From an optimization exercise on the open Yosys and OpenROAD flow, aimed at small area, a short achievable clock period and few clock cycles per item; shortcuts taken in it are not production practice.
Where RTL was checked, it was by simulation tests only, not by an equivalence proof against the original.

## v6
// bf_tape
module bf_tape #(
  parameter int DATA_W = 8,
  parameter int ADDR_W = 8,
  parameter int DEPTH  = 2**ADDR_W
) (
  input  logic              clk,
  input  logic              rst_n,
  input  logic              cmd_valid,
  output logic              cmd_ready,
  input  logic [2:0]        cmd_op,
  input  logic [DATA_W-1:0] cmd_data,
  output logic [DATA_W-1:0] cell_out,
  output logic              cell_zero,
  output logic [ADDR_W-1:0] ptr_out,
  output logic              err
);
  localparam logic [2:0] OP_NOP = 3'd0, OP_INC = 3'd1, OP_DEC = 3'd2, OP_RIGHT = 3'd3,
                         OP_LEFT = 3'd4, OP_WRITE = 3'd5, OP_ADD = 3'd6, OP_CLEAR_ALL = 3'd7;
  localparam int ROW_W = ADDR_W - 1;
  localparam int BANK_D = DEPTH / 2;
  logic [ADDR_W-1:0] ptr, pr, pl;        
  logic [ROW_W-1:0]  row0, row1;         
  logic              rsel;               
  logic [DATA_W-1:0] cur;
  logic              zero_q;
  logic              err_q;
  logic              clr_pend;
  logic              ready_q;
  logic [BANK_D-1:0][DATA_W-1:0] bank0;
  logic [BANK_D-1:0][DATA_W-1:0] bank1;
  function automatic logic [ROW_W-1:0] row_of(input logic [ADDR_W-1:0] a);
    row_of = {a[ADDR_W-1:2], a[0]};
  endfunction
  logic [DATA_W-1:0] rd0, rd1, val_r, val_l;
  assign rd0   = bank0[row0];
  assign rd1   = bank1[row1];
  assign val_r = clr_pend ? '0 : (rsel ? rd1 : rd0);
  assign val_l = clr_pend ? '0 : (rsel ? rd0 : rd1);
  logic accept;
  logic at_last, at_first;
  assign accept   = cmd_valid && ready_q;
  assign at_last  = (ptr == ADDR_W'(DEPTH - 1));
  assign at_first = (ptr == '0);
  logic              mv_r, mv_l, clr, oob;
  ...
For scale: about 4,200 cells after synthesis, roughly 33 I/O pins, about 84,000 um2 of cells after synthesis.
Settings: LEC_CHECK=0, CAP_MARGIN=20, CORE_MARGIN=2, CORE_UTILIZATION=40, SETUP_SLACK_MARGIN=3.5, SLEW_MARGIN=20; clock period 6.0 ns.
run.sh (not shown) runs the stock make flow with config.mk's settings and CLKGATE_MAP_FILE= SYNTH_SCRIPT=/design/flow/synth_recipe.tcl, a recipe that flattens the netlist after the stock synthesis.
Testbench counts of v6, summed over its fixed seeds: cycles 48,048, items 48,032.
Relative to v6, the following input files were edited for v7:
Settings: changing SETUP_SLACK_MARGIN from 3.5 to 2.5.
Results
Looking at clock latency at the later pin of the worst-skew pair, v7 sits 0.02 ns above v6. Of the two candidates, v6 has the better time the final worst path needs with I/O delays and setup and v7 the worse one. In v7 the number of buffers created by CTS turned out 4 lower than in v6.

* * *

The RTL this note starts from:
==> flow/design.v <==
module bf_tape #(
  parameter int DATA_W = 8,
  parameter int ADDR_W = 8,
  parameter int DEPTH  = 2**ADDR_W
) (
  input  logic              clk,
  input  logic              rst_n,
  input  logic              cmd_valid,
  output logic              cmd_ready,
  input  logic [2:0]        cmd_op,
  input  logic [DATA_W-1:0] cmd_data,
  output logic [DATA_W-1:0] cell_out,
  output logic              cell_zero,
  output logic [ADDR_W-1:0] ptr_out,
  output logic              err
);
  localparam logic [2:0] OP_NOP = 3'd0, OP_INC = 3'd1, OP_DEC = 3'd2, OP_RIGHT = 3'd3,
                         OP_LEFT = 3'd4, OP_WRITE = 3'd5, OP_ADD = 3'd6, OP_CLEAR_ALL = 3'd7;
  localparam int NH = 16;    
  localparam int NL = 16;    
  logic [ADDR_W-1:0] ptr;
  logic [NH-1:0]     ph;     
  logic [NL-1:0]     pl;     
  logic [DATA_W-1:0] cur, nb_r, nb_l;
  logic              zero_q;
  logic              err_q;
  logic              clr_pend;
  logic              ready_q;
  logic [NH-1:0] wh;
  logic [NL-1:0] wl;
  assign wh = ph | {NH{clr_pend}};
  assign wl = pl | {NL{clr_pend}};
  logic [DATA_W-1:0] wdata;
  assign wdata = clr_pend ? '0 : cur;
  logic [DEPTH-1:0][DATA_W-1:0] cells;
  logic [DEPTH-1:0]             rsel;    
  for (genvar i = 0; i < DEPTH; i++) begin : g_cell
    localparam int IM = (i + DEPTH - 2) % DEPTH;
    localparam int IP = (i + 2) % DEPTH;
    always_ff @(posedge clk)
      if (wh[i / NL] && wl[i % NL]) cells[i] <= wdata;
    assign rsel[i] = (ph[IM / NL] && pl[IM % NL]) || (ph[IP / NL] && pl[IP % NL]);
  end
  logic [DATA_W-1:0] rd_b0, rd_b1;
  always_comb begin
    rd_b0 = '0;
    rd_b1 = '0;
    for (int i = 0; i < DEPTH; i++) begin
      if ((i >> 2) & 1) rd_b1 = rd_b1 | (cells[i] & {DATA_W{rsel[i]}});
      else              rd_b0 = rd_b0 | (cells[i] & {DATA_W{rsel[i]}});
    end
  end
  logic              p2_hi;
  logic [DATA_W-1:0] rd_p2, rd_m2;
  assign p2_hi = ptr[2] ^ ptr[1];
  assign rd_p2 = clr_pend ? '0 : (p2_hi ? rd_b1 : rd_b0);
  assign rd_m2 = clr_pend ? '0 : (p2_hi ? rd_b0 : rd_b1);
  logic accept, at_last, at_first;
  assign accept   = cmd_valid && ready_q;
  assign at_last  = ph[NH-1] && pl[NL-1];
  assign at_first = ph[0] && pl[0];
  logic mv_r, mv_l, clr, oob;
  assign mv_r = accept && cmd_op == OP_RIGHT && !at_last;
  assign mv_l = accept && cmd_op == OP_LEFT  && !at_first;
  assign clr  = accept && cmd_op == OP_CLEAR_ALL;
  assign oob  = accept && ((cmd_op == OP_RIGHT && at_last) || (cmd_op == OP_LEFT && at_first));
  logic [DATA_W-1:0] cur_nx;
  logic              zero_nx;
  logic [DATA_W-1:0] neg_cur;
  assign neg_cur = -cur;
  always_comb begin
    cur_nx  = cur;
    zero_nx = zero_q;
    if (accept) begin
      case (cmd_op)
        OP_INC:       begin cur_nx = cur + DATA_W'(1); zero_nx = (cur == '1); end
        OP_DEC:       begin cur_nx = cur - DATA_W'(1); zero_nx = (cur == DATA_W'(1)); end
        OP_WRITE:     begin cur_nx = cmd_data;         zero_nx = (cmd_data == '0); end
        OP_ADD:       begin cur_nx = cur + cmd_data;   zero_nx = (cmd_data == neg_cur); end
        OP_RIGHT:     if (!at_last)  begin cur_nx = nb_r; zero_nx = (nb_r == '0); end
        OP_LEFT:      if (!at_first) begin cur_nx = nb_l; zero_nx = (nb_l == '0); end
        OP_CLEAR_ALL: begin cur_nx = '0; zero_nx = 1'b1; end
        default: ;
      endcase
    end
  end
  always_ff @(posedge clk or negedge rst_n) begin
    if (!rst_n) begin
      ptr      <= '0;
      ph       <= NH'(1);
      pl       <= NL'(1);
      cur      <= '0;
      nb_r     <= '0;
      nb_l     <= '0;
      zero_q   <= 1'b1;
      err_q    <= 1'b0;
      clr_pend <= 1'b1;
      ready_q  <= 1'b0;
    end else begin
      ready_q  <= 1'b1;
      clr_pend <= clr;
      cur      <= cur_nx;
      zero_q   <= zero_nx;
      if (oob) err_q <= 1'b1;
      if (clr) begin
        ptr  <= '0;
        ph   <= NH'(1);
        pl   <= NL'(1);
        nb_r <= '0;
        nb_l <= '0;
      end else if (mv_r) begin
        ptr  <= ptr + ADDR_W'(1);
        pl   <= {pl[NL-2:0], pl[NL-1]};
        if (pl[NL-1]) ph <= {ph[NH-2:0], ph[NH-1]};
        nb_l <= cur;
        nb_r <= rd_p2;
      end else if (mv_l) begin
        ptr  <= ptr - ADDR_W'(1);
        pl   <= {pl[0], pl[NL-1:1]};
        if (pl[0]) ph <= {ph[0], ph[NH-1:1]};
        nb_r <= cur;
        nb_l <= rd_m2;
      end
    end
  end
  assign cmd_ready = ready_q;
  assign cell_out  = cur;
  assign cell_zero = zero_q;
  assign ptr_out   = ptr;
  assign err       = err_q;
endmodule
clock: 6.0 ns
lec_check: 0
cap_margin: 20
core_margin: 2
core_utilization: 40
setup_slack_margin: 3.5
slew_margin: 20
tns_end_percent: 100
Change:
Settings changed: CTS_BUF_LIST set to sky130_fd_sc_hd__clkbuf_4 sky130_fd_sc_hd__clkbuf_8, TNS_END_PERCENT 100 to 5.
Via count drops by 0.40%.
Die area stays the same.
Sequential share of layout area is higher by 1.4 points.
Setup slack got worse by 44 ps.
Final area drops by about 2%.
No run of this note included a check of the RTL's function; only the layout flow was run.

[port drivers added, routing unchanged]
No port has a modelled driver above. Below, the same layouts with a new extraction and two added sets of constraints.
Step 1: set_driving_cell puts a clkbuf_16 on clk and a buf_2 on each other input, an assumption about the parent block.
Step 2 also shifts input and output timing later by t, the mid clock arrival at the registers, as if the neighbouring blocks saw the same clock.
Three values: no drivers, after step 1, after step 2; two values: the first two.
run	t, ns	setup WS [ns]	worst setup path after step 2	worst register clock-pin slew, ns	pins driven straight from the clock port
v6	0.907	2.150 / 2.122 / 1.216	input to register	0.07 / 0.07	1
v7	0.917	2.051 / 2.051 / 1.139	input to register	0.07 / 0.07	1
the first run of note 2	0.978	2.514 / 2.514 / 2.387	input to register	0.07 / 0.07	1
the second run of note 2	1.180	2.470 / 2.470 / 2.292	input to register	0.08 / 0.08	1
After both steps every run listed still meets setup and hold. The setup slack of v6, which loses most, moves by -0.028 ns with the drivers and by -0.934 ns with both steps.
